Background: an optimization exercise with open tools, aiming at small area and a short achievable clock period. Do not read the settings as production practice.
Only simulation tests tie the RTL to the original design; equivalence was not proved.
Power is estimated from default activity; no workload was simulated.

`design.v`:
```
`default_nettype none
package coreSvcPkg;
	typedef struct packed {
		logic [3-1:0] size;
		logic [8-1:0]  tag;
		logic [64-1:0] data;
	} returnBeat_t;
	typedef struct packed {
		logic req;
		logic ena;
		logic ack;
	} intCtrl_t;
	typedef struct packed {
		logic empty;
		logic bkpt;
	} coreState_t;
endpackage
`default_nettype wire
`timescale 1ns/1ps
`default_nettype none
module returnFifo #(
	parameter int depth = 16
) (
	input  logic                    EXTCLK,
	input  logic                    rstN,
	input  logic                    wr,
	input  coreSvcPkg::returnBeat_t wrBeat,
	input  logic                    rd,
	output coreSvcPkg::returnBeat_t rdBeat,
	output logic                    empty,
	output logic                    full
);
	localparam int addrW = $clog2(depth);
	logic [3+8+64-1:0] mem [0:depth-1];
	logic [addrW-1:0] wrPtr;
	logic [addrW-1:0] rdPtr;
	logic [addrW:0]   count;
	logic             doWr;
	logic             doRd;
	assign doWr = wr & ~full;
	assign doRd = rd & ~empty;
	assign empty = (count == '0);
	assign full = (count == (addrW + 1)'(depth));
	assign rdBeat = mem[rdPtr];
	always_ff @(posedge EXTCLK)
	begin
		if (doWr)
			mem[wrPtr] <= wrBeat;
	end
	always_ff @(posedge EXTCLK or negedge rstN)
	begin
		if (!rstN)
		begin
			wrPtr <= '0;
			rdPtr <= '0;
			count <= '0;
		end
		else
		begin
			if (doWr)
				wrPtr <= wrPtr + 1'b1;
			if (doRd)
				rdPtr <= rdPtr + 1'b1;
			case ({doWr, doRd})
				2'b10: count <= count + 1'b1;
				2'b01: count <= count - 1'b1;
				default: count <= count;
			endcase
		end
	end
endmodule
`default_nettype wire
`timescale 1ns/1ps
`default_nettype none
module returnArbiter (
	input  logic                    EXTCLK,
	input  logic                    rstN,
	input  logic                    netEmpty,
	input  coreSvcPkg::returnBeat_t netBeat,
	output logic                    netRd,
	input  logic                    streamEmpty,
	input  coreSvcPkg::returnBeat_t streamBeat,
	output logic                    streamRd,
	input  logic                    localDrdy,
	input  coreSvcPkg::returnBeat_t localBeat,
	output logic                    localRd,
	output logic                    coreDrdy,
	output coreSvcPkg::returnBeat_t coreBeat
);
	coreSvcPkg::returnBeat_t nextBeat;
	logic        anyGrant;
	assign netRd = ~netEmpty;
	assign streamRd = netEmpty & ~streamEmpty;
	assign localRd = netEmpty & streamEmpty & localDrdy;
	assign anyGrant = netRd | streamRd | localRd;
	always_comb
	begin
		if (netRd)
			nextBeat = netBeat;
		else if (streamRd)
			nextBeat = streamBeat;
		else
			nextBeat = localBeat;
	end
	always_ff @(posedge EXTCLK or negedge rstN)
	begin
		if (!rstN)
			coreDrdy <= 1'b0;
		else
			coreDrdy <= anyGrant;
	end
	always_ff @(posedge EXTCLK)
	begin
		if (anyGrant)
			coreBeat <= nextBeat;
	end
endmodule
`default_nettype wire
`timescale 1ns/1ps
`default_nettype none
module tickGen #(
	parameter int scale = 20
) (
	input  logic EXTCLK,
	input  logic rstN,
	output logic tickPulse
);
	localparam int cntW = $clog2(scale);
	logic [cntW-1:0] cnt;
	logic            lastCycle;
	assign lastCycle = (cnt == cntW'(scale - 1));
	always_ff @(posedge EXTCLK or negedge rstN)
	begin
		if (!rstN)
		begin
			cnt <= '0;
			tickPulse <= 1'b0;
		end
		else
		begin
			cnt <= lastCycle ? '0 : cnt + 1'b1;
			tickPulse <= lastCycle;
		end
	end
endmodule
`default_nettype wire
`timescale 1ns/1ps
`default_nettype none
module intSequencer (
	input  logic                   EXTCLK,
	input  logic                   rstN,
	input  coreSvcPkg::intCtrl_t   intCtrl,
	input  coreSvcPkg::coreState_t coreState,
	output logic                   coreStop,
	output logic                   msgIntReq
);
	logic pendingReg;
	logic intPending;
	logic reqSent;
	logic fire;
	assign intPending = pendingReg & intCtrl.ena;
	assign coreStop = intPending;
	assign fire = intPending & coreState.empty & ~coreState.bkpt & ~reqSent;
	always_ff @(posedge EXTCLK or negedge rstN)
	begin
		if (!rstN)
		begin
			pendingReg <= 1'b0;
			reqSent <= 1'b0;
			msgIntReq <= 1'b0;
		end
		else
		begin
			pendingReg <= (intPending | intCtrl.req) & ~intCtrl.ack & intCtrl.ena;
			reqSent <= (reqSent | fire) & intPending;
			msgIntReq <= fire;
		end
	end
endmodule
`default_nettype wire
`timescale 1ns/1ps
`default_nettype none
module coreSvc (
	input  logic                    EXTCLK,
	input  logic                    rstN,
	input  logic                    streamWr,
	input  coreSvcPkg::returnBeat_t streamWrBeat,
	output logic                    streamFull,
	input  logic                    netWr,
	input  coreSvcPkg::returnBeat_t netWrBeat,
	output logic                    netFull,
	input  logic                    localDrdy,
	input  coreSvcPkg::returnBeat_t localBeat,
	output logic                    localRd,
	output logic                    coreDrdy,
	output coreSvcPkg::returnBeat_t coreBeat,
	output logic                    tickPulse,
	input  coreSvcPkg::intCtrl_t    intCtrl,
	input  coreSvcPkg::coreState_t  coreState,
	output logic                    coreStop,
	output logic                    msgIntReq
);
	coreSvcPkg::returnBeat_t streamBeat;
	coreSvcPkg::returnBeat_t netBeat;
	logic        streamEmpty;
	logic        netEmpty;
	logic        streamRd;
	logic        netRd;
	returnFifo streamFifo (.EXTCLK(EXTCLK), .rstN(rstN), .wr(streamWr), .wrBeat(streamWrBeat),
		.rd(streamRd), .rdBeat(streamBeat), .empty(streamEmpty), .full(streamFull));
	returnFifo netFifo (.EXTCLK(EXTCLK), .rstN(rstN), .wr(netWr), .wrBeat(netWrBeat),
		.rd(netRd), .rdBeat(netBeat), .empty(netEmpty), .full(netFull));
	returnArbiter arbiter (.EXTCLK(EXTCLK), .rstN(rstN),
		.netEmpty(netEmpty), .netBeat(netBeat), .netRd(netRd),
		.streamEmpty(streamEmpty), .streamBeat(streamBeat), .streamRd(streamRd),
		.localDrdy(localDrdy), .localBeat(localBeat), .localRd(localRd),
		.coreDrdy(coreDrdy), .coreBeat(coreBeat));
	tickGen tick (.EXTCLK(EXTCLK), .rstN(rstN), .tickPulse(tickPulse));
	intSequencer intSeq (.EXTCLK(EXTCLK), .rstN(rstN), .intCtrl(intCtrl),
		.coreState(coreState), .coreStop(coreStop), .msgIntReq(msgIntReq));
endmodule
`default_nettype wire
```
`run.sh`:
```
#!/bin/bash
# synth_recipe.tcl (not shown) runs the flow's synth.tcl, then flattens the netlist and writes it again
# the make line also repeats each setting of config.mk as NAME=value (left out here)
make -C /OpenROAD-flow-scripts/flow DESIGN_CONFIG=/design/flow/config.mk WORK_HOME=/design/flow/orfs CLKGATE_MAP_FILE= SYNTH_SCRIPT=/design/flow/synth_recipe.tcl finish
```
`config.mk`:
```
export PLATFORM = sky130hd
export DESIGN_NAME = coreSvc
export DESIGN_NICKNAME = coreSvc
export VERILOG_FILES = /design/flow/design.v
export SDC_FILE = /design/flow/constraint.sdc
export NUM_CORES = 4
export LEC_CHECK = 0
export CAP_MARGIN = 20
export CORE_MARGIN = 2
export CORE_UTILIZATION = 40
export SLEW_MARGIN = 20
```
`constraint.sdc`:
```
create_clock -name core_clock -period 4.0 [get_ports {EXTCLK}]
set_input_delay 0.8000 -clock core_clock [delete_from_list [all_inputs] [get_ports {EXTCLK}]]
set_output_delay 0.8000 -clock core_clock [all_outputs]
set_load 0.01 [all_outputs]
```
==> qor.txt <==
OUTCOME
------------------------------------------------------------------------------------
Status                                              no timing/DRC/antenna violations

ROUTING
------------------------------------------------------------------------------------
Drt drc                                                                            0
WL/cell                                                                      28.5 µm
Starting DRC count in detailed routing                                          5190
Total number of vias                                                           50.1k
Antenna-violating nets left                                                        0
Pre-antenna DRT Iters                                                              5
Total wire length after detailed routing                                      254 mm
Ratio of routed vias to standard cells                                          5.63

FINAL LAYOUT
------------------------------------------------------------------------------------
Layout cell share with drive strength beyond 1                                 0.177
Area of all placed cells without fillers                                  114000 µm²
Final design utilization                                                       0.470
Layout Nets                                                                     5721
Area delta synth->final                                                        17.1%

FLOORPLAN
------------------------------------------------------------------------------------
Number of primary I/O pins                                                       317
Initial Utilization                                                            0.402
Total Die Area                                                            248000 µm²
Vertical extent of the die                                                    498 µm
Total core area                                                           243000 µm²
Site row count                                                                   181
Horizontal extent of the die                                                  498 µm

SYNTH
------------------------------------------------------------------------------------
Avg Synthesized Cell Area                                                   19.7 µm²
Register bit count reported by yosys                                            2511
Primary FF master, synth                                                sky130_fd_sc_hd__edfxtp_1
Number of warnings printed during yosys synthesis                                  4
Ranking of synthesized cells by area                                    sky130_fd_sc_hd__edfxtp_1 76%, sky130_fd_sc_hd__mux2i_1 8.2%, sky130_fd_sc_hd__mux4_2 3.8%, sky130_fd_sc_hd__a22oi_1 2.4%, sky130_fd_sc_hd__mux2_2 1.4%
Total nets after synthesis                                                      5202
Sequential element share of the synthesized area                               0.770
Proportion of synthesized flip-flops having asynchronous set or reset         0.0143
Most numerous cell types in the synthesized netlist                     2475 x sky130_fd_sc_hd__edfxtp_1, 803 x sky130_fd_sc_hd__mux2i_1, 309 x sky130_fd_sc_hd__a22oi_1
Synth unique cells                                                                63
Number of enable-type register cells in the synthesized netlist                 2475
Gate Count Post-Synth                                                           4947
Most numerous cell in the Yosys netlist                                 sky130_fd_sc_hd__edfxtp_1
Mapped cell area                                                           97700 µm²
Share of Yosys cell area claimed by the top area cell type                     0.761
Leading area contributor after synthesis                                sky130_fd_sc_hd__edfxtp_1

WORST SETUP PATH
------------------------------------------------------------------------------------
Crit-path max FO                                                                   5
Arrival time worst endpoint                                                  2.96 ns
Nature of the critical path startpoint                                          flop
Startpoint of the lowest-slack register-to-register path                streamFifo.rdPtr[1]$_DFFE_PN0P_
Kind of critical path                                                     reg -> out
Sort of element at the end of the critical path                          output port
Crit path launch                                                        netFifo.count[0]$_DFFE_PN0P_
Worst Path Required                                                          3.20 ns

STA
------------------------------------------------------------------------------------
Measured slew at the worst slew-check pin                                    1.08 ns
Post-route minimum period                                                    3.76 ns
Tcrit/Tclk final                                                               0.940
Total of endpoints with negative setup slack in the final report                   0
Maximum clock frequency                                                      266 MHz
RSZ-0062 raised after global routing                                              no
Final number of hold-violating endpoints                                           0
Max-slew headroom at the worst pin                                             0.277
Pins Over Slew Limit                                                               0
Worst Skew                                                                 0.0277 ns

CTS
------------------------------------------------------------------------------------
Clk sinks                                                                       2511
Master cell of the clock root buffer                                    sky130_fd_sc_hd__clkbuf_16
CTS clock-pin slew for the worst setup and hold paths                        0.06 ns
CTS max path bufs                                                                  3
Clock tree from TritonCTS                                                       done
Total number of H-tree levels                                                      4
Number of buffers created by CTS                                                 237
Post-cts repair resize count                                                       0
Clock latency on the worst-skew pair                                         0.90 ns

PLACE
------------------------------------------------------------------------------------
GP Congestion                                                                  0.851
Placed Area                                                               106000 µm²
Detailed Place HPWL                                                           161 mm
Port buffer count                                                                316

POWER
------------------------------------------------------------------------------------
Share of power burned in the clock network                                     0.277
Switch share                                                                   0.325
Combinational fraction of design power                                         0.307
Psw                                                                         26500 µW
Static power due to leakage                                                0.0375 µW
Reg power frac                                                                 0.416
Power density normalized to cell area                                     712 nW/µm²
Maximum resistive drop on vdd                                               0.547 mV
Int Pwr                                                                     54900 µW

GLOBAL ROUTING
------------------------------------------------------------------------------------
Total overflow reported by the global router                                       0
Vias in the first global route                                                 49.1k
Total global routing track utilization                                         0.200
Pin count of the biggest net entering global routing                             108
Wire length of the first global-routing pass                                  361 mm
Antenna violations before repair                                                  71

RUN
------------------------------------------------------------------------------------
Max-capacitance violation count                                                    0

WORST HOLD PATH
------------------------------------------------------------------------------------
Classification of the worst-slack hold path                                in -> reg
Hold Crit Start                                                           intCtrl[0]

## repair_timing
| action | CTS | global route |
|---|---|---|
| endpoints found under the hold margin | 18 | 0 |
| buffers inserted | 1 | 0 |
| setup endpoints to repair | 1 | 0 |
| hold buffers | 1 | 0 |
## path summary, 6_finish.rpt
check,slack [ns],endpoint,depth (start not counted)
max,0.24,localRd,4
min,0.46,intSeq.pendingReg$_DFF_PN0_,2
max reg2reg,0.74,arbiter.coreBeat[52]$_DFFE_PP_,6
min reg2reg,0.46,tick.cnt[0]$_DFF_PN0_,1
max in group asynchronous,2.68,netFifo.rdPtr[2]$_DFFE_PN0N_,3
min in group asynchronous,0.50,intSeq.msgIntReq$_DFF_PN0_,2
## sequential cells by signal (all words and copies together), names as in the netlist
register	cells
streamFifo.rdPtr	4
tick.cnt	5
streamFifo.wrPtr	4
arbiter.coreBeat	75
netFifo.mem	1200
intSeq.reqSent	1
intSeq.pendingReg	1
arbiter.coreDrdy	1
streamFifo.mem	1200
tick.tickPulse	1
netFifo.rdPtr	4
netFifo.count	5
streamFifo.count	5
netFifo.wrPtr	4
intSeq.msgIntReq	1
## power groups by stage
stage,logic (µW),registers [µW],clock network (µW)
floorplan,15100,33800,0
global placement,24700,34300,0
detailed placement,24900,34400,0
CTS,25000,33900,22900
global route,26300,34000,23900
finish,25000,33900,22500
## metrics by stage
stage               power, µW  cells  hold slack [ns]  TNS (ns)  worst slack, ns
CTS                     81800   8875            0.384         0            0.175
global placement        59100   8427            0.427         0            0.750
finish                  81400   8895            0.459         0            0.240
global route            84200   8890            0.428         0            0.162
floorplan               48900   4947            0.411  -2068.69            -1.02
detailed placement      59300   8427            0.454         0            0.752
## placed cells by master, fill, tap and decap left out, types with 45 or more instances in the layout
cell	count
sky130_fd_sc_hd__a221oi_1	61
sky130_fd_sc_hd__a22o_1	57
sky130_fd_sc_hd__a22oi_1	309
sky130_fd_sc_hd__a32oi_1	69
sky130_fd_sc_hd__buf_12	70
sky130_fd_sc_hd__buf_4	194
sky130_fd_sc_hd__clkbuf_1	46
sky130_fd_sc_hd__clkbuf_16	239
sky130_fd_sc_hd__clkdlybuf4s50_1	315
sky130_fd_sc_hd__clkinv_1	45
sky130_fd_sc_hd__clkinv_2	53
sky130_fd_sc_hd__edfxtp_1	2475
sky130_fd_sc_hd__mux2_2	119
sky130_fd_sc_hd__mux2i_1	803
sky130_fd_sc_hd__mux4_2	166
sky130_fd_sc_hd__nand2_1	60
sky130_fd_sc_hd__nand3_1	63
## kinds of logic after synthesis
logic type,count (synthesis),synth area share
adders and majority gates,20,0.00264
AOI/OAI and AO/OA,709,0.0583
and+or+nand+nor,276,0.0148
DFF,2511,0.770
muxes,1088,0.134
xor gates and xnor gates,25,0.00224
buffers and inverters,318,0.0175
## worst max-delay path, cell delays in order (launching register included)
cell and delay [ns]:
sky130_fd_sc_hd__dfrtp_1 0.45, sky130_fd_sc_hd__nor4_4 0.35, sky130_fd_sc_hd__and2_1 0.40, sky130_fd_sc_hd__and3_1 0.31, sky130_fd_sc_hd__clkdlybuf4s50_1 0.57
## layer usage
metal | track usage | vias up | part of all wire
met5 | 0 | - | 0.0014
met4 | 0.0746 | 58 | 0.031
met3 | 0.0340 | 399 | 0.064
met2 | 0.312 | 1714 | 0.47
met1 | 0.282 | 26352 | 0.43
li1 | - | 21544 | -
## area by class of cell
cell class              instances  area (µm²)
fillers                     20025      129000
flip-flops and latches       2511       75200
multi-input cells            2118       21100
clock buffers                 288        6190
repair buffers                581        6030
well taps                    3202        4010
clock inverters               158        1650
inverters                      17        66.3
diodes                         20        50.0

[re-timing with driven ports]
The flow's constraints put no driver on any port. The routed layout listed below was extracted and timed again, unchanged, in two steps.
Step 1: set_driving_cell puts a clkbuf_16 on EXTCLK and a buf_2 on each other input, an assumption about the parent block.
Step 2 moves the port delays by t, midway between the first and last clock arrival at a register: inputs arrive t later, outputs are due t later. That takes back most of the time a late clock gives input paths.
Slacks: ideal ports / drivers / drivers and shift; pairs: ideal ports / drivers.
shift t [ns]: 0.969
setup slack, ns: 0.240 / 0.150 / 0.697
worst hold slack (ns): 0.459 / 0.399 / 0.460
slew at the worst register clock pin (ns): 0.07 / 0.07
worst slew at a driven data input, ns: 0.25
After both steps setup and hold are still met in this run. For this run, drivers alone change the setup slack by -0.090 ns; drivers and shift together by +0.457 ns.
